This design comes from an exercise in tuning for small area, a short achievable clock period and few clock cycles per item on the open sky130 flow, not from production work.
RTL that was checked went through simulation tests only; none was proved equivalent to the original.
Only the layout flow was run in runs 4 to 6; the RTL was not checked for function there.
Power and IR drop assume default switching activity.

## design/flow/config.mk

```make
export PLATFORM = sky130hd
export DESIGN_NAME = nonpreemptive_priority_scheduler_unit
export DESIGN_NICKNAME = nonpreemptive_priority_scheduler_unit
export VERILOG_FILES = /design/flow/design.v
export SDC_FILE = /design/flow/constraint.sdc
export NUM_CORES = 4
export LEC_CHECK = 0
export ABC_AREA = 1
export CAP_MARGIN = 20
export CORE_MARGIN = 2
export CORE_UTILIZATION = 40
export PLACE_DENSITY = 0.6
export SETUP_SLACK_MARGIN = 2.3
export SLEW_MARGIN = 20
```

## design/flow/constraint.sdc

```tcl
create_clock -name core_clock -period 5.0 [get_ports {clk}]
set_input_delay 1.0000 -clock core_clock [delete_from_list [all_inputs] [get_ports {clk}]]
set_output_delay 1.0000 -clock core_clock [all_outputs]
set_load 0.01 [all_outputs]
```

## design/flow/design.v

```verilog
package nps_pkg;
  localparam int unsigned DefQueueDepth = 16;
  localparam int unsigned IdW    = 16;
  localparam int unsigned BurstW = 16;
  localparam int unsigned PrioW  = 8;
  localparam int unsigned KindW  = 2;
  localparam int unsigned TimeW  = 20;
  localparam int unsigned SumW   = 24;
  localparam int unsigned DoneW  = 5;
  localparam int unsigned JobW   = IdW + BurstW + PrioW;
  localparam logic OP_ADD   = 1'b0;
  localparam logic OP_START = 1'b1;
  localparam logic [KindW-1:0] KIND_EXEC    = 2'd0;
  localparam logic [KindW-1:0] KIND_ADDED   = 2'd1;
  localparam logic [KindW-1:0] KIND_DROPPED = 2'd2;
  localparam logic [KindW-1:0] KIND_EMPTY   = 2'd3;
  localparam logic [1:0] TK_ADD   = 2'd0;
  localparam logic [1:0] TK_DROP  = 2'd1;
  localparam logic [1:0] TK_EMPTY = 2'd2;
  localparam logic [1:0] TK_START = 2'd3;
endpackage
import nps_pkg::*;
module nonpreemptive_priority_scheduler_unit (
  input  logic              clk,
  input  logic              rst,
  input  logic              jobs_valid,
  output logic              jobs_ready,
  input  logic              jobs_op,
  input  logic [IdW-1:0]    jobs_job_id,
  input  logic [BurstW-1:0] jobs_burst_ms,
  input  logic [PrioW-1:0]  jobs_prio_level,
  output logic              results_valid,
  input  logic              results_ready,
  output logic [KindW-1:0]  results_kind,
  output logic [IdW-1:0]    results_out_id,
  output logic [BurstW-1:0] results_out_burst,
  output logic [PrioW-1:0]  results_out_prio,
  output logic [TimeW-1:0]  results_turnaround,
  output logic [TimeW-1:0]  results_waiting,
  output logic [SumW-1:0]   results_sum_turnaround,
  output logic [SumW-1:0]   results_sum_waiting,
  output logic [DoneW-1:0]  results_jobs_done,
  output logic              results_last
);
  localparam int QD = 16;
  localparam int TD = 3;    
  function automatic logic [1:0] cmp_join(input logic [1:0] hi, input logic [1:0] lo);
    cmp_join = {hi[1] | (hi[0] & lo[1]), hi[0] & lo[0]};
  endfunction
  function automatic logic ge8(input logic [7:0] a, input logic [7:0] b);
    logic [1:0] l0 [8];
    logic [1:0] l1 [4];
    logic [1:0] l2 [2];
    logic [1:0] l3;
    for (int i = 0; i < 8; i++) l0[i] = {a[i] & ~b[i], ~(a[i] ^ b[i])};
    for (int i = 0; i < 4; i++) l1[i] = cmp_join(l0[2*i+1], l0[2*i]);
    for (int i = 0; i < 2; i++) l2[i] = cmp_join(l1[2*i+1], l1[2*i]);
    l3 = cmp_join(l2[1], l2[0]);
    ge8 = l3[1] | l3[0];
  endfunction
  function automatic logic [3:0] inc4(input logic [3:0] a, input logic c);
    logic [3:0] r;
    logic       t;
    t = c;
    for (int i = 0; i < 4; i++) begin
      r[i] = a[i] ^ t;
      t    = t & a[i];
    end
    inc4 = r;
  endfunction
  function automatic logic [3:0] cnt8(input logic [7:0] v);
    logic [1:0] s1 [4];
    logic [2:0] s2 [2];
    for (int i = 0; i < 4; i++) s1[i] = {1'b0, v[2*i]} + {1'b0, v[2*i+1]};
    for (int i = 0; i < 2; i++) s2[i] = {1'b0, s1[2*i]} + {1'b0, s1[2*i+1]};
    cnt8 = {1'b0, s2[0]} + {1'b0, s2[1]};
  endfunction
  function automatic logic [15:0] lowest16(input logic [15:0] v);
    logic [15:0] below;
    below[0] = 1'b0;
    for (int i = 1; i < 16; i++) below[i] = below[i-1] | v[i-1];
    lowest16 = v & ~below;
  endfunction
  function automatic logic [19:0] add20(input logic [19:0] a, input logic [19:0] b);
    logic [19:0] p, g, pp, gg;
    p  = a ^ b;
    g  = a & b;
    pp = p;
    gg = g;
    for (int d = 1; d < 20; d = d * 2) begin
      for (int i = 19; i >= d; i--) begin
        gg[i] = gg[i] | (pp[i] & gg[i-d]);
        pp[i] = pp[i] & pp[i-d];
      end
    end
    add20 = p ^ {gg[18:0], 1'b0};
  endfunction
  function automatic logic [23:0] add24(input logic [23:0] a, input logic [23:0] b);
    logic [23:0] p, g, pp, gg;
    p  = a ^ b;
    g  = a & b;
    pp = p;
    gg = g;
    for (int d = 1; d < 24; d = d * 2) begin
      for (int i = 23; i >= d; i--) begin
        gg[i] = gg[i] | (pp[i] & gg[i-d]);
        pp[i] = pp[i] & pp[i-d];
      end
    end
    add24 = p ^ {gg[22:0], 1'b0};
  endfunction
  logic            ready_q;
  logic            i_v;
  logic            i_op;
  logic [PrioW-1:0] i_prio;
  logic [3:0]      i_slot;
  logic [JobW-1:0] in_job;
  logic            acc;
  assign in_job = {jobs_job_id, jobs_burst_ms, jobs_prio_level};
  assign acc    = jobs_valid & ready_q & ~rst;
  logic [JobW-1:0] q    [QD];
  logic [3:0]      rank [QD];
  logic [JobW-1:0] xq;               
  logic [QD-1:0]   vnew;             
  logic [QD-1:0]   dmask;            
  logic [QD-1:0]   pmask;            
  logic [4:0]      ncnt, dcnt, pcnt, ucnt;
  logic            pv, xv;
  logic            f_n15, f_n14, f_u13, f_u14, f_u15, f_d1, f_d2;
  logic i_add, i_start, full, do_wr, do_drop, do_hand;
  logic n16, wr_now, drop_now;
  logic [QD-1:0] i_oh;
  assign i_add   = i_v & (i_op == OP_ADD);
  assign i_start = i_v & (i_op == OP_START);
  assign full    = ncnt[4];
  assign do_wr   = i_add & ~full;
  assign do_drop = i_add & full;
  assign do_hand = i_start & (ncnt != 5'd0);
  assign n16      = ~i_start & (full | (f_n15 & do_wr));
  assign wr_now   = acc & (jobs_op == OP_ADD) & ~n16;
  assign drop_now = acc & (jobs_op == OP_ADD) & n16;
  always_comb begin
    i_oh = '0;
    i_oh[i_slot] = 1'b1;
  end
  always_ff @(posedge clk) begin
    i_op   <= jobs_op;
    i_prio <= jobs_prio_level;
    i_slot <= a_idx;
    if (rst) i_v <= 1'b0;
    else     i_v <= acc;
  end
  logic [QD-1:0] freem;
  logic [3:0]    a_idx, a_idx_n;
  logic [QD-1:0] a_oh, a_oh_n;
  assign freem = ~(vnew | dmask | pmask | (do_wr ? i_oh : '0) | (wr_now ? a_oh : '0));
  always_comb begin
    a_oh_n = lowest16(freem);
    for (int b = 0; b < 4; b++) begin
      a_idx_n[b] = 1'b0;
      for (int i = 0; i < QD; i++) begin
        if (((i >> b) & 1) == 1) a_idx_n[b] = a_idx_n[b] | a_oh_n[i];
      end
    end
  end
  always_ff @(posedge clk) begin
    a_idx <= a_idx_n;
    a_oh  <= a_oh_n;
  end
  logic [QD-1:0] ge_n, ge_q;
  logic          c2_v, c3_v;
  logic [3:0]    c2_slot;
  logic [QD-1:0] c2_oh, c3_oh;
  logic [QD-1:0] inc;
  logic [3:0]    ph_lo, ph_hi;
  logic [3:0]    psum;
  logic          pz;
  always_comb begin
    for (int i = 0; i < QD; i++) ge_n[i] = vnew[i] & ge8(q[i][PrioW-1:0], i_prio);
  end
  always_comb begin
    c2_oh = '0;
    c2_oh[c2_slot] = 1'b1;
    inc  = c2_v ? (vnew & ~c2_oh & ~ge_q) : '0;
    psum = ph_lo + ph_hi;
    pz   = (ph_lo == 4'd0) && (ph_hi == 4'd0);
  end
  always_ff @(posedge clk) begin
    if (rst) begin
      c2_v <= 1'b0;
      c3_v <= 1'b0;
    end else begin
      c2_v <= do_wr;
      c3_v <= c2_v;
    end
    ge_q    <= ge_n;
    c2_slot <= i_slot;
    c3_oh   <= c2_oh;
    ph_lo   <= cnt8(ge_q[7:0]);
    ph_hi   <= cnt8(ge_q[15:8]);
  end
  always_ff @(posedge clk) begin
    for (int i = 0; i < QD; i++) begin
      if (wr_now && a_oh[i]) q[i] <= in_job;
      if ((c3_v && c3_oh[i]) || inc[i]) begin
        rank[i] <= inc4((c3_v && c3_oh[i]) ? psum : rank[i], inc[i]);
      end
    end
    if (drop_now) xq <= in_job;
  end
  logic [1:0] tk_cnt;
  logic [1:0] tk_type [TD];
  logic [3:0] tk_slot [TD];
  logic [1:0] n_type;
  logic       push, pop;
  assign push   = i_v;
  assign n_type = (i_op == OP_START) ? ((ncnt == 5'd0) ? TK_EMPTY : TK_START)
                                     : (full ? TK_DROP : TK_ADD);
  logic        h_v, h_add, h_drop, h_start;
  logic [3:0]  h_slot;
  logic [3:0]  k;
  logic        adv, r_adv, p_adv, rd_go, drn_last, fin;
  logic [QD-1:0] rsel;
  logic [JobW-1:0] rdata;
  logic             p_v;
  logic [KindW-1:0] p_kind;
  logic [JobW-1:0]  p_job;
  logic             p_last, p_exec;
  logic [DoneW-1:0] p_done;
  logic             r_v;
  logic [KindW-1:0] r_kind;
  logic [JobW-1:0]  r_job;
  logic             r_last, r_exec;
  logic [DoneW-1:0] r_done;
  logic [TimeW-1:0] r_tat;
  logic             o_v;
  logic [KindW-1:0] o_kind;
  logic [JobW-1:0]  o_job;
  logic [TimeW-1:0] o_tat, o_wait;
  logic [SumW-1:0]  o_stat, o_swt;
  logic [DoneW-1:0] o_done;
  logic             o_last;
  logic        h_v_q, h_add_q, h_drop_q, h_start_q;
  logic        h_v_n;
  logic [1:0]  h_type_n;
  assign h_v     = h_v_q;
  assign h_add   = h_add_q;
  assign h_drop  = h_drop_q;
  assign h_start = h_start_q;
  assign h_slot  = tk_slot[0];
  assign adv     = ~o_v | results_ready;
  assign r_adv   = ~r_v | adv;
  assign p_adv   = ~p_v | r_adv;
  assign rd_go   = p_adv & h_v;
  assign drn_last = f_d1;
  assign fin     = rd_go & h_start & drn_last;
  assign pop     = rd_go & (~h_start | drn_last);
  always_comb begin
    rdata = h_drop ? xq : '0;
    for (int i = 0; i < QD; i++) begin
      rsel[i] = (h_add & (h_slot == 4'(i))) |
                (h_start & dmask[i] & ((c3_v && c3_oh[i]) ? ((k == 4'd0) & pz) : (rank[i] == k)));
      rdata   = rdata | (rsel[i] ? q[i] : '0);
    end
  end
  logic [1:0]    tk_cnt_n;
  logic [QD-1:0] vnew_n, dmask_n, pmask_n;
  logic [4:0]    ncnt_n, dcnt_n, pcnt_n, ucnt_n;
  logic          pv_n, xv_n;
  always_comb begin
    tk_cnt_n = tk_cnt + 2'(push) - 2'(pop);
    h_v_n    = (tk_cnt_n != 2'd0);
    if (tk_cnt == 2'(pop))  h_type_n = n_type;
    else if (pop)           h_type_n = tk_type[1];
    else                    h_type_n = tk_type[0];
    vnew_n = vnew;
    ncnt_n = ncnt;
    if (i_start) begin
      vnew_n = '0;
      ncnt_n = 5'd0;
    end else if (do_wr) begin
      vnew_n = vnew | i_oh;
      ncnt_n = ncnt + 5'd1;
    end
    ucnt_n = ucnt + 5'(do_wr) - 5'(rd_go & h_start);
    dmask_n = dmask;
    dcnt_n  = dcnt;
    pmask_n = pmask;
    pcnt_n  = pcnt;
    pv_n    = pv;
    if (rd_go && h_start) begin
      dmask_n = dmask & ~rsel;
      dcnt_n  = dcnt - 5'd1;
    end
    if (fin && pv) begin
      dmask_n = pmask;
      dcnt_n  = pcnt;
      pmask_n = '0;
      pcnt_n  = 5'd0;
      pv_n    = 1'b0;
    end
    if (do_hand) begin
      if ((~f_d1 & ~f_d2 || fin) && !pv) begin
        dmask_n = vnew;
        dcnt_n  = ncnt;
      end else begin
        pmask_n = vnew;
        pcnt_n  = ncnt;
        pv_n    = 1'b1;
      end
    end
    xv_n = xv;
    if (rd_go && h_drop) xv_n = 1'b0;
    if (drop_now)        xv_n = 1'b1;
  end
  logic add_e, start_e, w_e, drop_e, full2, fifo_ok, slot_ok, pm_ok;
  logic n15, rd_drn;
  logic [2:0] cpp;
  always_comb begin
    add_e   = acc & (jobs_op == OP_ADD);
    start_e = acc & (jobs_op == OP_START);
    rd_drn  = rd_go & h_start;
    n15     = ~i_start & ((f_n15 & ~do_wr) | (f_n14 & do_wr));
    w_e     = add_e & ~n16;
    drop_e  = add_e & n16;
    full2   = ~start_e & (n16 | (n15 & w_e));
    cpp     = 3'(tk_cnt) + 3'(push);
    fifo_ok = (cpp <= 3'd1) | ((cpp == 3'd2) & (pop | ~acc)) | ((cpp == 3'd3) & pop & ~acc);
    slot_ok = full2 ? ~xv_n
                    : (f_u13 | (f_u14 & ~(do_wr & w_e)) | (f_u15 & ~do_wr & ~w_e));
    pm_ok   = ~pv_n & ~(start_e & (do_hand | pv | f_d2 | (f_d1 & ~rd_drn)));
  end
  always_ff @(posedge clk) begin
    if (rst) begin
      ready_q <= 1'b1;
      tk_cnt  <= 2'd0;
      vnew    <= '0;
      dmask   <= '0;
      pmask   <= '0;
      ncnt    <= 5'd0;
      dcnt    <= 5'd0;
      pcnt    <= 5'd0;
      ucnt    <= 5'd0;
      pv      <= 1'b0;
      xv      <= 1'b0;
      k       <= 4'd0;
      f_n15   <= 1'b0;
      f_n14   <= 1'b0;
      f_u13   <= 1'b1;
      f_u14   <= 1'b0;
      f_u15   <= 1'b0;
      f_d1    <= 1'b0;
      f_d2    <= 1'b0;
      h_v_q     <= 1'b0;
      h_add_q   <= 1'b0;
      h_drop_q  <= 1'b0;
      h_start_q <= 1'b0;
    end else begin
      h_v_q     <= h_v_n;
      h_add_q   <= h_v_n & (h_type_n == TK_ADD);
      h_drop_q  <= h_v_n & (h_type_n == TK_DROP);
      h_start_q <= h_v_n & (h_type_n == TK_START);
      f_n15   <= (ncnt_n == 5'd15);
      f_n14   <= (ncnt_n == 5'd14);
      f_u13   <= (ucnt_n <= 5'd13);
      f_u14   <= (ucnt_n == 5'd14);
      f_u15   <= (ucnt_n == 5'd15);
      f_d1    <= (dcnt_n == 5'd1);
      f_d2    <= (dcnt_n >= 5'd2);
      ready_q <= fifo_ok & slot_ok & pm_ok;
      tk_cnt  <= tk_cnt_n;
      vnew    <= vnew_n;
      dmask   <= dmask_n;
      pmask   <= pmask_n;
      ncnt    <= ncnt_n;
      dcnt    <= dcnt_n;
      pcnt    <= pcnt_n;
      ucnt    <= ucnt_n;
      pv      <= pv_n;
      xv      <= xv_n;
      if (rd_go && h_start) k <= drn_last ? 4'd0 : k + 4'd1;
    end
  end
  always_ff @(posedge clk) begin
    for (int j = 0; j < TD; j++) begin
      if (pop) begin
        if (j < TD - 1) begin
          tk_type[j] <= tk_type[j+1];
          tk_slot[j] <= tk_slot[j+1];
        end
      end
      if (push && (2'(j) == tk_cnt - 2'(pop))) begin
        tk_type[j] <= n_type;
        tk_slot[j] <= i_slot;
      end
    end
  end
  always_ff @(posedge clk) begin
    if (rst)        p_v <= 1'b0;
    else if (p_adv) p_v <= h_v;
    if (rd_go) begin
      p_job  <= rdata;
      p_last <= ~h_start | drn_last;
      p_exec <= h_start;
      p_done <= h_start ? (5'(k) + 5'd1) : 5'd0;
      p_kind <= h_start ? KIND_EXEC : (h_add ? KIND_ADDED : (h_drop ? KIND_DROPPED : KIND_EMPTY));
    end
  end
  always_ff @(posedge clk) begin
    if (rst)        r_v <= 1'b0;
    else if (r_adv) r_v <= p_v;
    if (r_adv && p_v) begin
      r_job  <= p_job;
      r_last <= p_last;
      r_exec <= p_exec;
      r_done <= p_done;
      r_kind <= p_kind;
    end
    if (rst) begin
      r_tat <= '0;
    end else if (r_adv && p_v) begin
      r_tat <= p_exec ? add20(r_tat, TimeW'(p_job[PrioW +: BurstW])) : '0;
    end
  end
  always_ff @(posedge clk) begin
    if (rst)      o_v <= 1'b0;
    else if (adv) o_v <= r_v;
    if (adv && r_v) begin
      o_kind <= r_kind;
      o_job  <= r_job;
      o_last <= r_last;
      o_done <= r_done;
      o_tat  <= r_tat;
      o_wait <= r_exec ? o_tat : '0;
      o_swt  <= r_exec ? o_stat : '0;
    end
    if (rst) begin
      o_stat <= '0;
    end else if (adv && r_v) begin
      o_stat <= r_exec ? add24(o_stat, SumW'(r_tat)) : '0;
    end
  end
  assign jobs_ready             = ready_q;
  assign results_valid          = o_v;
  assign results_kind           = o_kind;
  assign results_out_id         = o_job[BurstW+PrioW +: IdW];
  assign results_out_burst      = o_job[PrioW +: BurstW];
  assign results_out_prio       = o_job[PrioW-1:0];
  assign results_turnaround     = o_tat;
  assign results_waiting        = o_wait;
  assign results_sum_turnaround = o_stat;
  assign results_sum_waiting    = o_swt;
  assign results_jobs_done      = o_done;
  assign results_last           = o_last;
endmodule
```

## design/flow/flow/run.sh

```bash
#!/bin/bash
# The standard layout (standard.sh), with two changes passed to ORFS through its
# own variables: the port buffers use a plain buffer cell, and clock tree
# synthesis inserts no dummy loads. Everything else is the standard flow.
set -euo pipefail
export BUFFER_PORTS_ARGS="-buffer_cell sky130_fd_sc_hd__buf_4"
export CTS_ARGS="-sink_clustering_enable -repair_clock_nets -dont_use_dummy_load -buf_list sky130_fd_sc_hd__clkbuf_16 -sink_clustering_size 30 -sink_clustering_max_diameter 60"
bash standard.sh > standard_flow.log 2>&1
```

## design/flow/standard.sh

```bash
#!/bin/bash
# synth_recipe.tcl (not shown) runs the flow's synth.tcl, then flattens the netlist and writes it again
# the make line also repeats each setting of config.mk as NAME=value (left out here)
make -C /OpenROAD-flow-scripts/flow DESIGN_CONFIG=/design/flow/config.mk WORK_HOME=/design/flow/orfs CLKGATE_MAP_FILE= SYNTH_SCRIPT=/design/flow/synth_recipe.tcl "${@:-finish}"
```

==> results of run 1 <==
[layer usage]
| layer | share of wire, % | routed length (um) |
|---|---|---|
| met1 | 44 | 60460 |
| met2 | 45 | 62430 |
| met3 | 8.0 | 11050 |
| met4 | 2.6 | 3560 |
| met5 | 0.11 | 145 |
[worst max-delay path by stage]
| stage | cells after the start | slack, ps | endpoint |
|---|---|---|---|
| 5_1_grt | 9 | 2160 | ph_lo[1] |
| 3_5_place_dp | 9 | 1060 | q[4][27] |
| 4_1_cts | 9 | 2140 | ph_lo[1] |
| 3_3_place_gp | 9 | 1120 | q[4][39] |
| 2_1_floorplan | 9 | 1420 | o_stat[12] |
| 6_report | 9 | 2220 | ph_lo[1] |
[flip-flops by register name, summed over array words and instances, names as in the netlist, 20 cells and up]
signal	flops
r_job	40
rank	64
o_swt	24
xq	40
o_wait	20
o_stat	24
p_job	40
r_tat	20
o_job	40
q	640
o_tat	20
[per-stage QoR]
stage	instance area, um2	std cells	hold WS (ps)
after detailed placement	53730	5900	355.0
after floorplan	50260	4157	309.6
final	57700	6068	319.1
after global placement	53710	5900	359.8
after global routing	57700	6068	319.2
after CTS	56910	6035	322.9
[cells in the final DEF, fill, tap and decap left out, types with 10 or more instances in the layout]
cell type     n
o31ai_1      15
a211oi_1     45
nor3_1       41
nor2_1      126
nor2_4       16
nand2b_1     15
ha_1        236
inv_2        13
edfxtp_1    970
xnor2_1      34
nor4_2       16
clkbuf_16   101
a21o_1       15
a21oi_1     182
o21ai_1      15
nor3b_1      10
o211ai_1     11
nand3_1     202
dfxtp_1     203
nor4_1       10
inv_1       258
a22o_1       73
nand2_2      11
or2_2        19
nand3_2      11
o21ai_0     168
nor3_2       10
xor2_1       47
nand2_1     973
buf_12       23
clkinvlp_4   17
buf_4       256
o21ai_4      14
a31oi_1      19
mux2i_1      16
a211oi_2     11
buf_6        14
nand4_1      57
o21bai_1     14
[logic make-up (layout without fill, tap and decap cells)]
| group | after synthesis | count (layout) | synth area share, % |
|---|---|---|---|
| muxes | 17 | 17 | 0.3432 |
| and+or+nand+nor | 1568 | 1572 | 13.66 |
| xor gates and xnor gates | 86 | 86 | 1.508 |
| buffers and inverters | 428 | 698 | 3.417 |
| AOI/OAI and AO/OA | 615 | 615 | 7.451 |
| DFF | 1187 | 1187 | 67.02 |
| adders and majority gates | 256 | 256 | 6.594 |
[repair_timing]
item	CTS	global route
endpoints found under the hold margin	0	0
hold buffers	0	0
endpoints found under the setup margin	649	125
gates cloned	6	5
buffers inserted	30	28
pin swaps	13	21
resized for setup	84	112
[power breakdown]
group	switching [mW]	internal (mW)	total [mW]
Clock	3.26	3.46	6.73
Sequential	0.382	11.4	11.8
Combinational	1.99	0.967	2.96
Total	5.63	15.8	21.5
[cell type report]
type                       instances  share of cell area, %
clock buffer                      99                  4.293
sequential                      1187                  58.06
multi-input combinational       2546                  27.29
tap                             1637                  3.550
timing repair buffer             297                  4.545
timing repair inverter             4                0.05204
inverter                         298                  2.207
==> reports/qor.csv, run 1 <==
metric;value;unit
max_stage_delay;590;ps
cts_sinks;1187;
die_w;357.3;um
synth-main-ff-cell;edfxtp_1;
routabilityCongestion;0.8786;
vias_per_cell;5.336;
worstHoldStart;a_idx[0];
grt_pass1_wl;198.6;mm
grt_use_met1;29.64;%
drv_cap;0;
hold_class;register to register;
dieHeight;357.3;um
r2r_slack;2220;ps
path_common_cell;fa_1;
wl;137.7;mm
synth_common_cells;988 x nand2_1, 970 x edfxtp_1, 283 x inv_1, 244 x ha_1, 217 x dfxtp_1;
ys_types;58;
final-seq-area;33500;um2
grt_max_degree;115;
finalCritPeriodShare;55.51;%
antenna_found_initial;12;
slowest_stage;fa_1;
r2r_end;ph_lo[1];
drt-pass1-iter-count;5;
synth_area_leaders;edfxtp_1 58%, dfxtp_1 8.7%, nand2_1 7.4%;
worstSetupPathType;register to register;
multiInputGateArea;15750;um2
met2_usage;33.20;%
grt_pass1_vias;30570;
rsz0062_at_grt;yes;
start_util;40.34;%
worst_pin_slew;970.4;ps
utilization;46.61;%
fill_cells;11000;
dr_total_vias;32380;
power;21.47;mW
dpl_worst_slack;1060;ps
worstPathArrival;3380;ps
dp_hpwl;81.07;mm
synth-async-reset-ratio;0;%
io_pins;183;
cts_tree;yes;
cp-start-kind;register;
antenna_cells;0;
synth-seq-cells;1187;
grt_usage;21.00;%
num_rows;129;
end_kind;register;
synth_top_cell_area_share;58.33;%
crit_fanout;2;
seq_area_frac_synth;67.02;%
syn-cell-area;49940;um2
clock.fmax;360.3;MHz
setup_viol_count_final;0;
netlist.top_cell.by_area;edfxtp_1;
reg2reg_depth;9;
fp.dieArea;127700;um2
status;complete, no violations;
clock_latency;720;ps
drcViolationCount;0;
path_cells;fa_1 -> inv_1 -> fa_1 -> fa_1 -> inv_2 -> ha_4 -> inv_2 -> fa_2 -> inv_1;
slew_violations;0;
r2r-start;ge_q[0];
setup.worst_path.start;ge_q[0];
min_path_cells;0;
drt_iter0_drc;3088;
hold_violations;0;
max-clock-path-buffers;3;
ant_nets;0;
path_delay_family;adder cells;
io_buffer_count;182;
drive_gt1_share;14.47;%
synth_most_common_cell;nand2_1;
ctsHtreeMaxLevel;3;
slew_headroom;35.31;%
final_nets;4734;
worst_slack;2225;ps
clk_pin_slew;80;ps
overflow;0;
p_leak;22.04;nW
synthToLayoutAreaGrowth;15.55;%
cts_buffers;99;
synth_cells;4157;
gr-usage-met3;4.301;%
min_to;i_slot[0];
cts-root-buf;clkbuf_16;
fin_crit;2775;ps
timing.critical_path.required;5610;ps
critPathBufInv;4;
top_usage_layer;met2;
synth.avg_cell_area;12.01;um2
synth_edf_count;970;
power.density;372.1;nW/um2
fp.coreArea;123800;um2
synth_nets;4458;
ys_warn_count;57;
setup-tns-final;0;ps
finClkSkew;98.91;ps
vdd_ir_drop_max;0.0003265;V
drt-wirelength-per-cell;22.68;um
Testbench counts, summed over its fixed seeds: cycles 14,636, items 8,000.
==> inputs of run 2 (changes only) <==
--- a/design/flow/config.mk
+++ b/design/flow/config.mk
@@ -5,7 +5,6 @@
 export SDC_FILE = /design/flow/constraint.sdc
 export NUM_CORES = 4
 export LEC_CHECK = 0
-export ABC_AREA = 1
 export CAP_MARGIN = 20
 export CORE_MARGIN = 2
 export CORE_UTILIZATION = 40
==> run 2 against run 1 <==
  * Still clean on timing, DRC and antenna
  * Die area is 1.7% lower
  * Sequential share of layout area increased by 0.088 points
  * Cell count decreased by 12%
  * Global-route usage increased by 0.66 points
  * Clock power about the same
  * Worst hold slack got worse by 1.7 ps
  * Count of clock-buffer cells in the layout decreased by 1
  * Critical path depth did not move
  * Clock skew grew 4.5 ps
  * Via count is 4.3% lower
  * Synthesized cell count down 17%
==> reports/qor.csv, run 2 <==
metric;value;unit;change
status;complete, no violations;;
overflow;0;;unchanged
cts-root-buf;clkbuf_16;;
wl;145.0;mm;+5.4%
synth_top_cell_area_share;59.38;%;+1.1 points
wl_met3;12.83;mm;+16%
routabilityCongestion;0.8642;;-1.6%
synth-main-ff-cell;edfxtp_1;;
hold_violations;0;;unchanged
fin_crit;2768;ps;-7.010 ps
hold_class;register to register;;
synth_most_common_cell;edfxtp_1;;
dp_hpwl;83.04;mm;+2.4%
synth-async-reset-ratio;0;%;unchanged
clk_pin_slew;70;ps;about the same
final_cell_mix;970 x edfxtp_1, 283 x buf_4, 230 x nand2_1;;
worstSetupPathType;register to register;;
min_path_cells;0;;unchanged
rsz0062_at_grt;yes;;
largestRegisters;q (640), rank (64);;
io_buffer_count;182;;unchanged
drcViolationCount;0;;unchanged
met1Wirelength;60.91;mm;+0.74%
power.density;373.8;nW/um2;+0.47%
start_util;40.30;%;about the same
wl_met2;67.27;mm;+7.8%
max_stage_delay;540;ps;-50 ps
antenna_found_initial;9;;-3
min_to;i_slot[0];;
finalCritPeriodShare;55.36;%;-0.14 points
cts_tree;yes;;
cp-start-kind;register;;
synth_common_cells;970 x edfxtp_1, 244 x ha_1, 240 x nand2_1, 217 x dfxtp_1, 188 x a22oi_1;;
crit_fanout;2;;unchanged
ys_warn_count;57;;unchanged
ctsHtreeMaxLevel;3;;unchanged
synth.avg_cell_area;14.27;um2;+19%
grt_pass1_wl;201.6;mm;+1.5%
grt_pass1_vias;29580;;-3.2%
internal_power;15.99;mW;+0.99%
setup-tns-final;0;ps;unchanged
cp.depth;9;;unchanged
r2r_end;ph_lo[1];;
worst_pin_slew;1116;ps;+145.7 ps
seq_power_share;55.5;%;+0.6 points
reg2reg_depth;9;;unchanged
setup_viol_count_final;0;;unchanged
regMostFlops;q;;
seq_area_frac_synth;68.23;%;+1.2 points
path_cells;fa_1 -> inv_1 -> fa_1 -> fa_1 -> inv_2 -> ha_4 -> inv_2 -> fa_2 -> inv_2;;
p_sw_share;25.80;%;-0.43 points
clkPwrFrac;31.1;%;-0.2 points
drt-wirelength-per-cell;27.06;um;+19%
dpl_worst_slack;1513;ps;+452.2 ps
ant_nets;0;;unchanged
drt_iter0_drc;3443;;+11%
placedCellCount;5164;;-12%
max-clock-path-buffers;3;;unchanged
netlist.top_cell.by_area;edfxtp_1;;
worstHoldStart;a_idx[0];;
num_rows;128;;-0.78%
critPathBufInv;4;;unchanged
drive_gt1_share;19.44;%;+5.0 points
drv_cap;0;;unchanged
finClkSkew;103.4;ps;+4.481 ps
synth_edf_count;970;;unchanged
synth_nets;3738;;-16%
r2r-start;ge_q[1];;
dr_total_vias;30970;;-4.3%
fp.coreArea;121700;um2;-1.7%
fill_cells;10540;;-4.2%
grt_usage;21.66;%;+0.66 points
end_kind;register;;
timing.critical_path.required;5550;ps;-60 ps
clock.fmax;361.2;MHz;+0.25%
p_leak;20.34;nW;-7.7%
highest_layer;met5;;
vdd_ir_drop_max;0.0003333;V;+2.1%
slew_violations;0;;unchanged
final_nets;4037;;-15%
clock_latency;720;ps;about the same
largest_reg_flops;640;;unchanged
vias_per_cell;5.779;;+8.3%
cts_sinks;1187;;unchanged
worstPathArrival;3320;ps;-60 ps
dieHeight;354.2;um;-0.88%
fp.dieArea;125500;um2;-1.7%
path_delay_family;adder cells;;
grt_max_degree;58;;-50%
r2r_slack;2230;ps;about the same
p_comb_share;13.5;%;-0.3 points
cts_hold_buf;0;;unchanged
mostFrequentLayoutCell;edfxtp_1;;
slew_headroom;25.60;%;-9.7 points
fin_cells;5360;;-12%
die_w;354.2;um;-0.88%
synth-seq-cells;1187;;unchanged
worst_slack;2232;ps;+7.010 ps
slowest_stage;fa_1;;
io_pins;183;;unchanged
syn-cell-area;49060;um2;-1.8%
synthToLayoutAreaGrowth;17.54;%;
cts_buffers;98;;-1.0%
whs;317.4;ps;-1.691 ps
ys_types;80;;+38%
drt-pass1-iter-count;6;;+1
p_sw;5.563;mW;-1.2%
synth_cells;3437;;-17%
synth_area_leaders;edfxtp_1 59%, dfxtp_1 8.9%, ha_1 6.2%;;
==> run 2: cell count changes after synthesis, sizes merged, moves of 36 or more <==
| cell | change |
|---|---|
| nand2 | -756 |
| inv | -216 |
| a22oi | +187 |
| nand3 | -110 |
| o21ai | -85 |
| and2 | +78 |
| a221oi | +72 |
| a21oi | -66 |
| xnor2 | +59 |
| and3 | +54 |
| clkbuf | +44 |
| a211oi | -41 |
| a222oi | +41 |
| nand4 | -36 |
==> run 2: cell type report <==
class                           instances  area, um2  area share, %
Clock buffer                           98       2452          4.253
Sequential cell                      1187      33530          58.15
Timing Repair Buffer                  339       3239          5.618
Inverter                               80      342.8         0.5946
Antenna cell                            1      2.502       0.004340
Multi-Input combinational cell       2029      16050          27.84
Tap cell                             1625       2033          3.526
Timing Repair inverter                  1      8.758        0.01519
==> run 2: per-stage QoR <==
stage / utilization (%) / cell area, um2 / total power [mW]
2_1_floorplan: - / 49650 / 13.58
3_3_place_gp: 43.55 / 53010 / 14.72
3_5_place_dp: 43.57 / 53030 / 14.74
4_1_cts: 46.34 / 56400 / 21.48
5_1_grt: 47.37 / 57660 / 22.27
6_report: 47.37 / 57660 / 21.56
==> run 2: power by group through the flow <==
| stage | combinational [mW] | clock, mW | sequential [mW] |
|---|---|---|---|
| global placement | 2.57 | 0 | 12.2 |
| floorplan | 1.70 | 0 | 11.9 |
| global route | 3.14 | 7.13 | 12.0 |
| detailed placement | 2.60 | 0 | 12.1 |
| CTS | 2.73 | 6.81 | 11.9 |
| finish | 2.90 | 6.70 | 12.0 |
==> run 2: logic make-up after synthesis <==
| kind of cell | Yosys count | synth area share [%] |
|---|---|---|
| flops | 1187 | 68.23 |
| simple gates | 817 | 8.468 |
| compound gates | 765 | 11.20 |
| fa+ha+maj | 257 | 6.733 |
| buf+inv | 224 | 1.785 |
| xor+xnor | 128 | 2.285 |
| mux | 59 | 1.293 |
==> run 2: worst max path at each step <==
stage	startpoint	slack, ps	endpoint
2_1_floorplan	jobs_op	1220	a_idx[1]
3_3_place_gp	results_ready	1530	f_u14
3_5_place_dp	results_ready	1510	f_u14
4_1_cts	ge_q[1]	2170	ph_lo[1]
5_1_grt	ge_q[1]	2120	ph_lo[1]
6_report	ge_q[1]	2230	ph_lo[1]
==> run 2: timing repair <==
action / in CTS / in global routing
endpoints found under the setup margin: 730 / 124
buffers inserted: 36 / 43
gates resized for setup: 96 / 126
pin swaps: 32 / 53
gates cloned: 5 / 13
==> run 2: per-layer routing <==
metal  vias to the layer above  global-route usage (%)
li1                      13880                       -
met1                     15370                   30.38
met2                      1470                   35.05
met3                       247                   3.620
met4                         8                   5.508
met5                         -                       0
==> inputs of run 3 (changes only) <==
--- a/design/flow/config.mk
+++ b/design/flow/config.mk
@@ -7,7 +7,7 @@
 export LEC_CHECK = 0
 export CAP_MARGIN = 20
 export CORE_MARGIN = 2
-export CORE_UTILIZATION = 40
-export PLACE_DENSITY = 0.6
+export CORE_UTILIZATION = 50
+export PLACE_DENSITY = 0.65
 export SETUP_SLACK_MARGIN = 2.3
 export SLEW_MARGIN = 20
==> run 3 against run 2 <==
  * Still clean on timing, DRC and antenna
  * Worst hold slack improved by 35 ps
  * Sequential power barely moved
  * Routed wire length is 1.8% higher
  * Synthesized cell count did not move
  * Cell count fell by 5.1%
  * Clock power fell by 2%
  * Core utilization grew 13 points
  * Register-to-register slack got worse by 90 ps
  * Flip-flop and latch count unchanged
  * Combinational power is 7.6% higher
  * Critical endpoint unchanged
  * Largest power group unchanged
  * Highest routed layer unchanged
==> reports/qor.csv, run 3 <==
metric;value;unit;change
grt_max_degree;64;;+10%
synth_most_common_cell;edfxtp_1;;
vdd_ir_drop_max;0.0002470;V;-26%
ys_types;80;;unchanged
power.density;370.1;nW/um2;-1.0%
drt-wirelength-per-cell;29.00;um;+7.2%
placedCellCount;4817;;-6.7%
finClkSkew;91.04;ps;-12.35 ps
synth_common_cells;970 x edfxtp_1, 244 x ha_1, 240 x nand2_1, 217 x dfxtp_1, 188 x a22oi_1;;
synth_edf_count;970;;unchanged
drv_cap;0;;unchanged
synth.avg_cell_area;14.27;um2;unchanged
regMostFlops;q;;
routabilityCongestion;0.8784;;+1.6%
fp.dieArea;100600;um2;-20%
placed_cell_area;52460;um2;-1.1%
synthToLayoutAreaGrowth;19.13;%;
max_stage_delay;550;ps;about the same
die_w;317.2;um;-10%
num_rows;114;;-11%
clk_pin_slew;70;ps;about the same
multiInputGateArea;16510;um2;+2.8%
fin_area;58440;um2;+1.3%
ctsHtreeMaxLevel;3;;unchanged
synth_area_leaders;edfxtp_1 59%, dfxtp_1 8.9%, ha_1 6.2%;;
worst_slack;2141;ps;-90.76 ps
seq_area_frac_synth;68.23;%;unchanged
clock_latency;720;ps;about the same
grt_pass1_vias;30430;;+2.9%
max-clock-path-buffers;3;;unchanged
setup_viol_count_final;0;;unchanged
netlist.top_cell.by_area;edfxtp_1;;
clock.fmax;349.8;MHz;-3.2%
synth-main-ff-cell;edfxtp_1;;
reg2reg_depth;9;;unchanged
final_cell_mix;970 x edfxtp_1, 324 x buf_4, 231 x ha_1;;
worstPathArrival;3410;ps;+90 ps
min_path_cells;0;;unchanged
setup-tns-final;0;ps;unchanged
fin_cells;5089;;-5.1%
slew_headroom;24.15;%;-1.4 points
fp.coreArea;96990;um2;-20%
mostFrequentLayoutCell;edfxtp_1;;
power;21.63;mW;+0.33%
start_util;50.58;%;+10 points
synth_nets;3738;;unchanged
synth_top_cell_area_share;59.38;%;unchanged
p_leak;20.81;nW;+2.3%
drive_gt1_share;22.62;%;+3.2 points
ys_warn_count;57;;unchanged
synth-seq-cells;1187;;unchanged
synth_cells;3437;;unchanged
utilization;60.25;%;+13 points
io_pins;183;;unchanged
antenna_found_initial;4;;-5
ant_nets;0;;unchanged
dpl_worst_slack;921.3;ps;-591.3 ps
cts_hold_buf;0;;unchanged
worstSetupPathType;register to register;;
cts_tree;yes;;
fill_cells;7421;;-30%
final-seq-area;33520;um2;about the same
slowest_stage;fa_1;;
status;complete, no violations;;
whs;352.5;ps;+35.17 ps
vias_per_cell;6.281;;+8.7%
synth-async-reset-ratio;0;%;unchanged
io_buffer_count;182;;unchanged
syn-cell-area;49060;um2;unchanged
grt_pass1_wl;206.3;mm;+2.3%
hold_class;register to register;;
drt_iter0_drc;4081;;+19%
cts-root-buf;clkbuf_16;;
slew_violations;0;;unchanged
largest_reg_flops;640;;unchanged
final_nets;4114;;+1.9%
path_cells;fa_1 -> inv_2 -> fa_1 -> fa_1 -> inv_2 -> ha_4 -> inv_4 -> fa_2 -> inv_2;;
drt-pass1-iter-count;6;;unchanged
overflow;0;;unchanged
fin_crit;2859;ps;+90.76 ps
cts_buffers;94;;-4.1%
hold_violations;0;;unchanged
largestRegisters;q (640), rank (64);;
drcViolationCount;0;;unchanged
crit_fanout;2;;unchanged
cts_sinks;1187;;unchanged
worst_pin_slew;1132;ps;+16.07 ps
cp-start-kind;register;;
dieHeight;317.2;um;-10%
rsz0062_at_grt;yes;;
end_kind;register;;
dp_hpwl;79.84;mm;-3.8%
timing.critical_path.required;5550;ps;about the same
wl;147.6;mm;+1.8%
grt_usage;28.14;%;+6.5 points
finalCritPeriodShare;57.18;%;+1.8 points
dr_total_vias;31960;;+3.2%
run 3: cell counts after synthesis:
Identical to the previous run, type by type.
run 3: area by class of cell:
class	instances	area share [%]
clock buffers	94	4.025
multi-input cells	2032	28.25
well taps	1276	2.732
repair inverters	1	0.01499
diodes	2	0.008564
flip-flops and latches	1187	57.37
inverters	80	0.5995
repair buffers	417	7.001
run 3: cell families (layout without fill, tap and decap cells):
kind of cell | count (synthesis) | count (layout) | share of synthesized area, %
flops | 1187 | 1187 | 68.23
other cells | 0 | 2 | 0
fa+ha+maj | 257 | 257 | 6.733
xor+xnor | 128 | 128 | 2.285
compound gates | 765 | 769 | 11.20
mux | 59 | 59 | 1.293
simple gates | 817 | 819 | 8.468
buf+inv | 224 | 592 | 1.785
run 3: power by group:
group / internal, mW / switching (mW)
Clock: 3.30 / 3.27
Sequential: 11.5 / 0.476
Combinational: 1.21 / 1.91
run 3: critical path: cells and delay by family (launching register included):
family | cells | cell delay [ps]
adder cells (fa/ha/maj) | 5 | 2200
flip-flops | 1 | 350
buffers and inverters | 4 | 180
run 3: worst paths after layout:
kind	end	start	slack, ps
hold reg to reg	i_slot[0]	a_idx[0]	350
setup / recovery	ph_lo[1]	ge_q[1]	2140
setup reg to reg	ph_lo[1]	ge_q[1]	2140
hold / removal	i_slot[0]	a_idx[0]	350
run 3: timing repair:
item                       4_1_cts  5_1_grt
cloned                          15       13
pin swaps                       61      110
gates resized for setup        203      171
buffers inserted                70       78
setup endpoints to repair      787      331
run 3: per-layer routing:
layer  vias to the layer above  global-route usage (%)  wire, um
li1                      14050                       -         -
met1                     15950                   38.14     59010
met4                         8                   10.05      5629
met5                         -                       0        51
met2                      1659                   45.86     68940
met3                       297                   4.937     13960
==> inputs of run 4 (changes only) <==
--- a/design/flow/design.v
+++ b/design/flow/design.v
@@ -109,7 +109,9 @@
     end
     add24 = p ^ {gg[22:0], 1'b0};
   endfunction
-  logic            ready_q;
+  logic            ready_q;      
+  logic            ready_s_q;    
+  logic            in_ready;
   logic            i_v;
   logic            i_op;
   logic [PrioW-1:0] i_prio;
@@ -117,7 +119,8 @@
   logic [JobW-1:0] in_job;
   logic            acc;
   assign in_job = {jobs_job_id, jobs_burst_ms, jobs_prio_level};
-  assign acc    = jobs_valid & ready_q & ~rst;
+  assign in_ready = ready_q | (ready_s_q & (jobs_op == OP_START));
+  assign acc      = jobs_valid & in_ready & ~rst;
   logic [JobW-1:0] q    [QD];
   logic [3:0]      rank [QD];
   logic [JobW-1:0] xq;               
@@ -333,6 +336,7 @@
   always_ff @(posedge clk) begin
     if (rst) begin
       ready_q <= 1'b1;
+      ready_s_q <= 1'b1;
       tk_cnt  <= 2'd0;
       vnew    <= '0;
       dmask   <= '0;
@@ -368,6 +372,7 @@
       f_d1    <= (dcnt_n == 5'd1);
       f_d2    <= (dcnt_n >= 5'd2);
       ready_q <= fifo_ok & slot_ok & pm_ok;
+      ready_s_q <= fifo_ok & pm_ok;
       tk_cnt  <= tk_cnt_n;
       vnew    <= vnew_n;
       dmask   <= dmask_n;
@@ -440,7 +445,7 @@
       o_stat <= r_exec ? add24(o_stat, SumW'(r_tat)) : '0;
     end
   end
-  assign jobs_ready             = ready_q;
+  assign jobs_ready             = in_ready;
   assign results_valid          = o_v;
   assign results_kind           = o_kind;
   assign results_out_id         = o_job[BurstW+PrioW +: IdW];
--- a/design/flow/config.mk
+++ b/design/flow/config.mk
@@ -7,7 +7,7 @@
 export LEC_CHECK = 0
 export CAP_MARGIN = 20
 export CORE_MARGIN = 2
-export CORE_UTILIZATION = 50
-export PLACE_DENSITY = 0.65
+export CORE_UTILIZATION = 40
+export PLACE_DENSITY = 0.6
 export SETUP_SLACK_MARGIN = 2.3
 export SLEW_MARGIN = 20
==> run 4 against run 3 <==
  * Core utilization decreased by 11 points
  * Largest power group unchanged
  * Worst hold slack got worse by 23 ps
  * Combinational power up 6.7%
  * Critical path type unchanged
  * Flip-flop and latch count rose by 1
  * Area after synthesis is 0.18% higher
  * Total power grew 0.12%
==> reports/qor.csv, run 4 <==
metric;value;unit;change
vias_per_cell;5.821;;-7.3%
worstSetupPathType;register to register;;
setup.worst_path.start;r_tat[0];;
final-seq-area;33550;um2;about the same
timing.critical_path.required;5560;ps;about the same
drive_gt1_share;23.15;%;+0.53 points
setup-tns-final;0;ps;unchanged
dieHeight;354.5;um;+12%
hold_violations;0;;unchanged
grt_usage;22.22;%;-5.9 points
start_util;40.32;%;-10 points
vdd_ir_drop_max;0.0002894;V;+17%
finalCritPeriodShare;59.63;%;+2.5 points
final_cell_mix;970 x edfxtp_1, 307 x buf_4, 231 x ha_1;;
synth_top_cell_area_share;59.27;%;-0.11 points
finClkSkew;74.07;ps;-16.96 ps
num_rows;128;;+12%
seq_area_frac_synth;68.15;%;-0.081 points
worst_pin_slew;1008;ps;-124.0 ps
whs;329.6;ps;-22.94 ps
dr_total_vias;31750;;-0.68%
synth-async-reset-ratio;0;%;unchanged
clk_pin_slew;80;ps;about the same
synthToLayoutAreaGrowth;21.11;%;
clock.fmax;335.4;MHz;-4.1%
overflow;0;;unchanged
fp.dieArea;125700;um2;+25%
cts_buffers;89;;-5.3%
end_kind;register;;
synth.avg_cell_area;14.25;um2;-0.14%
netlist.top_cell.by_area;edfxtp_1;;
multiInputGateArea;16700;um2;+1.2%
io_buffer_count;182;;unchanged
min_path_cells;0;;unchanged
slew_violations;0;;unchanged
hold_class;register to register;;
antenna_found_initial;13;;+9
mostFrequentLayoutCell;edfxtp_1;;
worstHoldStart;a_idx[1];;
dpl_worst_slack;1204;ps;+282.7 ps
crit_fanout;3;;+1
ctsHtreeMaxLevel;3;;unchanged
cts-root-buf;clkbuf_16;;
synth-main-ff-cell;edfxtp_1;;
cts_hold_buf;0;;unchanged
drv_cap;0;;unchanged
placed_cell_area;53240;um2;+1.5%
synth-seq-cells;1188;;+0.084%
syn-cell-area;49140;um2;+0.18%
largest_reg_flops;640;;unchanged
ant_nets;0;;unchanged
regMostFlops;q;;
routabilityCongestion;0.8588;;-2.2%
setup_viol_count_final;0;;unchanged
status;complete, no violations;;
fp.coreArea;121900;um2;+26%
r2r-start;r_tat[0];;
grt_pass1_vias;30100;;-1.1%
reg2reg_depth;10;;+1
wl;148.5;mm;+0.62%
fin_area;59520;um2;+1.8%
power.density;363.8;nW/um2;-1.7%
drcViolationCount;0;;unchanged
synth_cells;3448;;+0.32%
ys_warn_count;57;;unchanged
clock_latency;710;ps;about the same
synth_most_common_cell;edfxtp_1;;
max-clock-path-buffers;3;;unchanged
grt_max_degree;77;;+20%
drt-wirelength-per-cell;27.23;um;-6.1%
fill_cells;10340;;+39%
die_w;354.5;um;+12%
dp_hpwl;82.32;mm;+3.1%
p_leak;21.11;nW;+1.4%
rsz0062_at_grt;yes;;
worstPathArrival;3550;ps;+140 ps
grt_pass1_wl;206.4;mm;about the same
synth_edf_count;970;;unchanged
io_pins;183;;unchanged
drt_iter0_drc;3742;;-8.3%
worst_slack;2018;ps;-122.7 ps
synth_nets;3749;;+0.29%
synth_common_cells;970 x edfxtp_1, 244 x ha_1, 238 x nand2_1, 218 x dfxtp_1, 183 x a22oi_1;;
largestRegisters;q (640), rank (64);;
final_nets;4130;;+0.39%
utilization;48.83;%;-11 points
cts_tree;yes;;
slew_headroom;32.46;%;+8.3 points
drt-pass1-iter-count;6;;unchanged
cts_sinks;1188;;+0.084%
cp-start-kind;register;;
fin_crit;2982;ps;+122.7 ps
synth_area_leaders;edfxtp_1 59%, dfxtp_1 8.9%, ha_1 6.2%;;
ys_types;89;;+11%
[run 4: report_power, final]
| group | switching (mW) | internal (mW) |
|---|---|---|
| Clock | 3.24 | 3.13 |
| Combinational | 2.03 | 1.29 |
| Sequential | 0.462 | 11.5 |
[run 4: layout make-up]
| class | count | area share, % |
|---|---|---|
| clock buffer | 89 | 3.742 |
| timing repair buffer | 435 | 7.749 |
| sequential | 1188 | 56.36 |
| tap | 1625 | 3.416 |
| inverter | 85 | 0.6349 |
| antenna | 2 | 0.008409 |
| multi-input combinational | 2029 | 28.07 |
| timing repair inverter | 1 | 0.01892 |
[run 4: layer usage]
layer  vias to the layer above  part of all wire, %  global-route usage [%]
met3                       265                  8.6                   4.165
met5                         -                0.058                       0
met4                        16                  3.2                   6.356
li1                      14070                    -                       -
met1                     15970                   42                   31.10
met2                      1436                   46                   35.36
[run 4: critical path: stages (launching register included)]
cell	delay [ps]
dfxtp_4	370
ha_4	160
fa_2	340
a211o_1	310
a2111oi_4	380
o31ai_2	140
a2111oi_2	370
or2_4	220
nor2_2	40
or3_1	300
a32o_1	250
[run 4: cells by family (layout without fill, tap and decap cells)]
group | count (synthesis) | count (layout) | share of synthesized area (%)
AND/OR/NAND/NOR | 803 | 804 | 8.244
XOR/XNOR | 131 | 131 | 2.335
multiplexers | 55 | 55 | 1.214
other | 0 | 2 | 0
buffers and inverters | 232 | 610 | 1.960
flip-flops | 1188 | 1188 | 68.15
adder cells (fa/ha/maj) | 257 | 257 | 6.721
AO/OA/AOI/OAI | 782 | 782 | 11.38
[run 4: final timing paths]
check                                   to  slack (ps)
worst max-delay path            o_stat[18]        2020
worst min-delay path             i_slot[1]         330
worst max register to register  o_stat[18]        2020
worst min register to register   i_slot[1]         330
[run 4: repair_timing]
| item | in CTS | in global routing |
|---|---|---|
| pin swaps | 90 | 124 |
| gates cloned | 11 | 16 |
| endpoints found under the setup margin | 775 | 125 |
| resized for setup | 236 | 164 |
| buffers inserted | 96 | 57 |
[run 4: metrics by stage]
stage / cells / total power, mW
final: 5454 / 21.65
after floorplan: 3448 / 13.69
after CTS: 5379 / 21.51
after global placement: 5183 / 14.88
after detailed placement: 5183 / 14.92
after global routing: 5454 / 22.38
==> inputs of run 5 (changes only) <==
--- a/design/flow/config.mk
+++ b/design/flow/config.mk
@@ -5,6 +5,7 @@
 export SDC_FILE = /design/flow/constraint.sdc
 export NUM_CORES = 4
 export LEC_CHECK = 0
+export ABC_AREA = 1
 export CAP_MARGIN = 20
 export CORE_MARGIN = 2
 export CORE_UTILIZATION = 40
==> run 5 against run 4 <==
  * Design area shrank 2.2%
  * Non-clock buffer count shrank 89
  * Combinational power shrank 9.0%
  * Area after synthesis grew 1.3%
  * Worst hold slack lost 3.6 ps
  * Sequential power is essentially flat
==> reports/qor.csv, run 5 <==
metric;value;unit;change
grt_pass1_vias;30800;;+2.3%
slowest_stage;fa_1;;
mostFrequentLayoutCell;edfxtp_1;;
ys_warn_count;57;;unchanged
p_leak;22.21;nW;+5.2%
start_util;40.25;%;-0.076 points
hold_class;register to register;;
synth_most_common_cell;edfxtp_1;;
largestRegisters;q (640), rank (64);;
whs;326.0;ps;-3.564 ps
final_nets;4750;;+15%
grt_pass1_wl;202.3;mm;-2.0%
synth_common_cells;970 x edfxtp_1, 924 x nand2_1, 301 x inv_1, 244 x ha_1, 218 x dfxtp_1;;
largest_reg_flops;640;;unchanged
synth_area_leaders;edfxtp_1 59%, dfxtp_1 8.8%, nand2_1 7.0%;;
slew_violations;0;;unchanged
fin_cells;6084;;+12%
worst_pin_slew;957.1;ps;-51.08 ps
worst_slack;2160;ps;+141.5 ps
vdd_ir_drop_max;0.0003362;V;+16%
placed_cell_area;53680;um2;+0.82%
dpl_worst_slack;1221;ps;+17.35 ps
overflow;0;;unchanged
power;21.75;mW;+0.47%
cts-root-buf;clkbuf_16;;
ant_nets;0;;unchanged
vias_per_cell;5.355;;-8.0%
hold_violations;0;;unchanged
worstSetupPathType;register to register;;
synth.avg_cell_area;12.08;um2;-15%
drt-wirelength-per-cell;22.96;um;-16%
fp.coreArea;123600;um2;+1.4%
clock_latency;720;ps;about the same
finalCritPeriodShare;56.80;%;-2.8 points
drcViolationCount;0;;unchanged
drt-pass1-iter-count;6;;unchanged
fp.dieArea;127200;um2;+1.2%
synthToLayoutAreaGrowth;17.01;%;
worstPathArrival;3390;ps;-160 ps
drt_iter0_drc;2982;;-20%
rsz0062_at_grt;yes;;
die_w;356.7;um;+0.62%
seq_area_frac_synth;67.31;%;-0.84 points
cts_tree;yes;;
cts_buffers;103;;+16%
power.density;373.6;nW/um2;+2.7%
netlist.top_cell.by_area;edfxtp_1;;
drive_gt1_share;15.76;%;-7.4 points
max_stage_delay;570;ps;+190 ps
regMostFlops;q;;
synth_top_cell_area_share;58.54;%;-0.73 points
cts_hold_buf;0;;unchanged
dieHeight;356.7;um;+0.62%
final-seq-area;33540;um2;about the same
utilization;47.09;%;-1.7 points
path_cells;fa_1 -> inv_2 -> fa_1 -> fa_1 -> inv_2 -> ha_4 -> fa_2 -> xor2_1;;
fill_cells;11050;;+6.9%
dr_total_vias;32580;;+2.6%
drv_cap;0;;unchanged
io_pins;183;;unchanged
end_kind;register;;
setup_viol_count_final;0;;unchanged
fin_crit;2840;ps;-141.5 ps
antenna_found_initial;11;;-2
synth_edf_count;970;;unchanged
finClkSkew;89.77;ps;+15.69 ps
num_rows;129;;+0.78%
crit_fanout;2;;-1
max-clock-path-buffers;3;;unchanged
path_common_cell;fa_1;;
timing.critical_path.required;5550;ps;about the same
grt_usage;21.33;%;-0.89 points
synth_nets;4421;;+18%
wl;139.7;mm;-6.0%
io_buffer_count;182;;unchanged
clock.fmax;352.1;MHz;+5.0%
synth-main-ff-cell;edfxtp_1;;
final_cell_mix;970 x edfxtp_1, 896 x nand2_1, 295 x buf_4;;
grt_max_degree;115;;+49%
fin_area;58220;um2;-2.2%
placedCellCount;5880;;+13%
synth-seq-cells;1188;;unchanged
setup-tns-final;0;ps;unchanged
slew_headroom;36.20;%;+3.7 points
syn-cell-area;49760;um2;+1.3%
synth_cells;4120;;+19%
synth-async-reset-ratio;0;%;unchanged
multiInputGateArea;15600;um2;-6.6%
ys_types;58;;-35%
clk_pin_slew;60;ps;-20 ps
status;complete, no violations;;
antenna_cells;0;;-2
cp-start-kind;register;;
routabilityCongestion;0.8713;;+1.5%
dp_hpwl;84.87;mm;+3.1%
ctsHtreeMaxLevel;3;;unchanged
cts_sinks;1188;;unchanged
## run 5: where the power goes
part           internal, mW  switching, mW
clock                  3.60           3.32
sequential             11.4          0.383
combinational          1.01           2.02
total                  16.0           5.72
## run 5: routing by layer
| layer | up-vias | part of all wire [%] | GRT usage [%] |
|---|---|---|---|
| met5 | - | 0.083 | 0 |
| met4 | 18 | 2.3 | 4.916 |
| li1 | 15300 | - | - |
| met1 | 15890 | 43 | 30.04 |
| met2 | 1167 | 46 | 34.14 |
| met3 | 212 | 8.3 | 4.138 |
## run 5: cell families after synthesis
family	after synthesis	share of synthesized area, %
mux	15	0.3042
simple gates	1471	12.75
buf+inv	442	3.470
xor+xnor	85	1.496
compound gates	663	8.054
fa+ha+maj	256	6.618
flops	1188	67.31
## run 5: final cells by class
class / count / share of cell area (%)
Sequential cell: 1188 / 57.60
Multi-Input combinational cell: 2495 / 26.79
Timing Repair Buffer: 346 / 5.443
Clock buffer: 103 / 4.427
Tap cell: 1637 / 3.518
Inverter: 314 / 2.211
Timing Repair inverter: 1 / 0.01289
## run 5: timing repair
item | CTS | global route
pin swaps | 24 | 37
endpoints found under the setup margin | 280 | 106
resized for setup | 118 | 125
buffers inserted | 46 | 37
gates cloned | 11 | 7
## run 5: final timing paths
check / startpoint / end / slack (ps) / depth (start not counted)
worst min register to register: a_idx[3] / i_slot[3] / 330 / 0
worst min-delay path: a_idx[3] / i_slot[3] / 330 / 0
worst max register to register: ge_q[8] / ph_hi[2] / 2160 / 8
worst max-delay path: ge_q[8] / ph_hi[2] / 2160 / 8
## run 5: critical path: cells and delay by family (launching register included)
kind | cells | cell delay [ps]
adders and majority gates | 5 | 2100
xor gates and xnor gates | 1 | 140
buffers and inverters | 2 | 100
DFF | 1 | 370
==> inputs of run 6 (changes only) <==
==> design/flow/config.mk (replaced) <==
export PLATFORM = sky130hd
export DESIGN_NAME = nonpreemptive_priority_scheduler_unit
export DESIGN_NICKNAME = nonpreemptive_priority_scheduler_unit
export VERILOG_FILES = /design/flow/design.v
export SDC_FILE = /design/flow/constraint.sdc
export NUM_CORES = 4
export LEC_CHECK = 0
export CAP_MARGIN = 20
export CORE_MARGIN = 2
export CORE_UTILIZATION = 50
export PLACE_DENSITY = 0.65
export SETUP_SLACK_MARGIN = 2.5
export SLEW_MARGIN = 20
==> run 6 against run 5 <==
  * Count of clock-buffer cells in the layout fell by 13
  * Clock skew fell by 0.59 ps
  * Flip-flop and latch count did not move
  * Core utilization rose by 14 points
  * Routed wire length rose by 0.46%
  * Design area rose by 1.3%
  * Total power fell by 0.50%
  * Critical path type unchanged
  * Largest power group unchanged
  * Cell count fell by 16%
  * Non-clock buffer count rose by 92
  * Synthesized cell count fell by 16%
  * Sequential power barely moved
==> reports/qor.csv, run 6 <==
metric;value;unit;change
cts_buffers;90;;-13%
grt_use_met1;37.82;%;+7.8 points
timing.critical_path.required;5520;ps;-30 ps
drv_cap;0;;unchanged
gr-usage-met3;4.302;%;+0.16 points
critPathBufInv;0;;-2
max-clock-path-buffers;3;;unchanged
largest_reg_flops;640;;unchanged
synth-main-ff-cell;edfxtp_1;;
max_stage_delay;390;ps;-180 ps
regMostFlops;q;;
final_cell_mix;970 x edfxtp_1, 330 x buf_4, 231 x ha_1;;
slew_headroom;26.29;%;-9.9 points
met2_usage;43.53;%;+9.4 points
cts_tree;yes;;
synth_area_leaders;edfxtp_1 59%, dfxtp_1 8.9%, ha_1 6.2%;;
grt_usage;26.90;%;+5.6 points
worst_pin_slew;1106;ps;+148.6 ps
synth-async-reset-ratio;0;%;unchanged
synth.avg_cell_area;14.25;um2;+18%
grt_pass1_wl;202.0;mm;-0.11%
dpl_worst_slack;1408;ps;+186.5 ps
dr_total_vias;31460;;-3.4%
fp.coreArea;96990;um2;-22%
antenna_found_initial;5;;-6
grt_max_degree;68;;-41%
drt_iter0_drc;3862;;+30%
io_buffer_count;182;;unchanged
ys_types;89;;+53%
ctsHtreeMaxLevel;3;;unchanged
end_kind;register;;
path_cells;ha_4 -> fa_2 -> a211o_1 -> a2111oi_4 -> o31ai_4 -> a2111oi_4 -> or2_4 -> nor2_1 -> or3_1 -> a32o_1;;
fp.dieArea;100800;um2;-21%
netlist.top_cell.by_area;edfxtp_1;;
seq_area_frac_synth;68.15;%;+0.84 points
worstSetupPathType;register to register;;
vias_per_cell;6.157;;+15%
synth-seq-cells;1188;;unchanged
cts-root-buf;clkbuf_16;;
fin_crit;2966;ps;+125.6 ps
synth_nets;3749;;-15%
start_util;50.67;%;+10 points
vdd_ir_drop_max;0.0003054;V;-9.2%
p_leak;21.05;nW;-5.2%
clock.fmax;337.2;MHz;-4.2%
top_usage_layer;met2;;
cp-start-kind;register;;
num_rows;114;;-12%
setup-tns-final;0;ps;unchanged
ant_nets;0;;unchanged
drt-wirelength-per-cell;27.46;um;+20%
worstPathArrival;3490;ps;+100 ps
largestRegisters;q (640), rank (64);;
drcViolationCount;0;;unchanged
clkPwrFrac;29.3;%;-2.5 points
cts_hold_buf;0;;unchanged
finClkSkew;89.17;ps;-0.5926 ps
ys_warn_count;57;;unchanged
synth_most_common_cell;edfxtp_1;;
hold_violations;0;;unchanged
io_pins;183;;unchanged
synth_top_cell_area_share;59.27;%;+0.73 points
worst_slack;2034;ps;-125.6 ps
path_common_cell;a2111oi_4;;
final_nets;4135;;-13%
p_comb_share;15.1;%;+1.2 points
r2r-start;r_tat[0];;
slew_violations;0;;unchanged
wl;140.3;mm;+0.46%
p_sw;5.638;mW;-1.4%
worstHoldStart;a_idx[3];;
seq_power_share;55.6;%;+1.3 points
power.density;366.9;nW/um2;-1.8%
crit_fanout;3;;+1
overflow;0;;unchanged
die_w;317.5;um;-11%
clock_latency;690;ps;-30 ps
synth_cells;3448;;-16%
syn-cell-area;49140;um2;-1.2%
cts_sinks;1188;;unchanged
mostFrequentLayoutCell;edfxtp_1;;
drive_gt1_share;23.90;%;+8.1 points
drt-pass1-iter-count;6;;unchanged
hold_class;register to register;;
grt_pass1_vias;30310;;-1.6%
rsz0062_at_grt;yes;;
slowest_stage;a2111oi_4;;
clk_pin_slew;90;ps;+30 ps
p_sw_share;26.04;%;-0.24 points
finalCritPeriodShare;59.32;%;+2.5 points
path_delay_family;compound AO/OA/AOI/OAI gates;;
dieHeight;317.5;um;-11%
routabilityCongestion;0.8789;;+0.87%
synth_edf_count;970;;unchanged
synthToLayoutAreaGrowth;20.07;%;
setup_viol_count_final;0;;unchanged
synth_common_cells;970 x edfxtp_1, 244 x ha_1, 238 x nand2_1, 218 x dfxtp_1, 183 x a22oi_1;;
internal_power;16.01;mW;-0.17%
setup.worst_path.start;r_tat[0];;
status;complete, no violations;;
dp_hpwl;77.75;mm;-8.4%
==> run 6: cell count changes in the layout (fill, tap and decap cells not counted), moves of 39 or more <==
| cell | previous run | this run |
|---|---|---|
| nand4_1 | 69 | 10 |
| a21oi_1 | 195 | 128 |
| inv_1 | 272 | 65 |
| nand3_1 | 182 | 86 |
| o21ai_0 | 193 | 95 |
| and2_1 | 0 | 57 |
| a22oi_1 | 0 | 147 |
| xor2_1 | 45 | 96 |
| nand2_1 | 896 | 228 |
| a221oi_2 | 4 | 43 |
| and3_1 | 1 | 46 |
| a222oi_1 | 0 | 40 |
==> run 6: per-stage QoR <==
stage | power, mW | hold WS (ps) | util (%) | instance area (um2) | instances
after floorplan | 13.71 | 309.6 | - | 49820 | 3448
after global placement | 14.81 | 313.6 | 54.39 | 52760 | 4823
after detailed placement | 14.85 | 312.1 | 54.41 | 52770 | 4824
after CTS | 21.49 | 320.0 | 59.56 | 57770 | 5046
after global routing | 22.38 | 330.6 | 60.83 | 59000 | 5109
final | 21.65 | 321.3 | 60.84 | 59010 | 5110
==> run 6: area by class of cell <==
type | count | area [um2]
Sequential cell | 1188 | 33560
Inverter | 85 | 381.6
Timing Repair inverter | 1 | 8.758
Timing Repair Buffer | 438 | 4384
Fill cell | 7308 | 37990
Clock buffer | 90 | 2252
Tap cell | 1276 | 1597
Multi-Input combinational cell | 2030 | 16810
Antenna cell | 2 | 5.005
==> run 6: final timing paths <==
check                                   to  slack [ps]  depth (start not counted)
worst max register to register  o_stat[18]        2030                         10
worst max-delay path            o_stat[18]        2030                         10
worst min-delay path             i_slot[3]         320                          0
worst min register to register   i_slot[3]         320                          0
==> run 6: kinds of logic after synthesis <==
group | after synthesis | synth area share [%]
flops | 1188 | 68.15
simple gates | 803 | 8.244
compound gates | 782 | 11.38
fa+ha+maj | 257 | 6.721
buf+inv | 232 | 1.960
xor+xnor | 131 | 2.335
mux | 55 | 1.214
==> run 6: power groups by stage <==
stage	registers, mW	logic [mW]	clock network [mW]
2_1_floorplan	11.9	1.79	0
3_3_place_gp	12.2	2.57	0
3_5_place_dp	12.2	2.61	0
4_1_cts	12.0	3.06	6.42
5_1_grt	12.1	3.54	6.77
6_report	12.0	3.27	6.34
==> run 6: repair_timing <==
item	CTS	global route
hold endpoints to repair	0	0
cloned	18	6
pin swaps	138	118
endpoints found under the setup margin	884	231
setup buffers	114	56
resized for setup	295	135
==> run 6: metal layers <==
metal | part of all wire [%] | wire length (um)
met1 | 41 | 57490
met2 | 47 | 65940
met3 | 9.1 | 12830
met4 | 2.9 | 4036
met5 | 0.020 | 28

afterwards: timing with drivers on the ports:
The flow's constraints put no driver on any port. The routed layouts listed below were extracted and timed again, unchanged, in two steps. Step 1 (the two cells are an assumption about what drives the block):
set clk [get_ports {clk}]
set_driving_cell -lib_cell sky130_fd_sc_hd__clkbuf_16 $clk
set_driving_cell -lib_cell sky130_fd_sc_hd__buf_2 [delete_from_list [all_inputs] $clk]
Step 2 moves the port delays by t, midway between the first and last clock arrival at a register: inputs arrive t later, outputs are due t later. That takes back most of the time a late clock gives input paths. Three values: ideal ports, drivers, drivers and shift; two values: the first two.
| run | shift t [ns] | setup WS [ns] | latest minus earliest clock arrival (ns) | worst slew at a driven data input, ns | cell pins on the clock port's net |
|---|---|---|---|---|---|
| run 1 | 0.741 | 2.225 / 2.225 / 1.585 | 0.102 / 0.102 | 0.16 | 1 |
| run 2 | 0.744 | 2.232 / 2.232 / 1.653 | 0.105 / 0.105 | 0.17 | 1 |
| run 3 | 0.748 | 2.141 / 2.141 / 1.619 | 0.091 / 0.091 | 0.13 | 1 |
| run 4 | 0.746 | 2.018 / 2.018 / 1.609 | 0.078 / 0.079 | 0.14 | 1 |
| run 5 | 0.744 | 2.160 / 2.160 / 1.651 | 0.090 / 0.090 | 0.15 | 1 |
| run 6 | 0.720 | 2.034 / 2.034 / 1.798 | 0.089 / 0.090 | 0.12 | 1 |
After both steps every run listed still meets setup and hold. The setup slack of run 1, which loses most, moves by 0.000 ns with the drivers and by -0.640 ns with both steps.
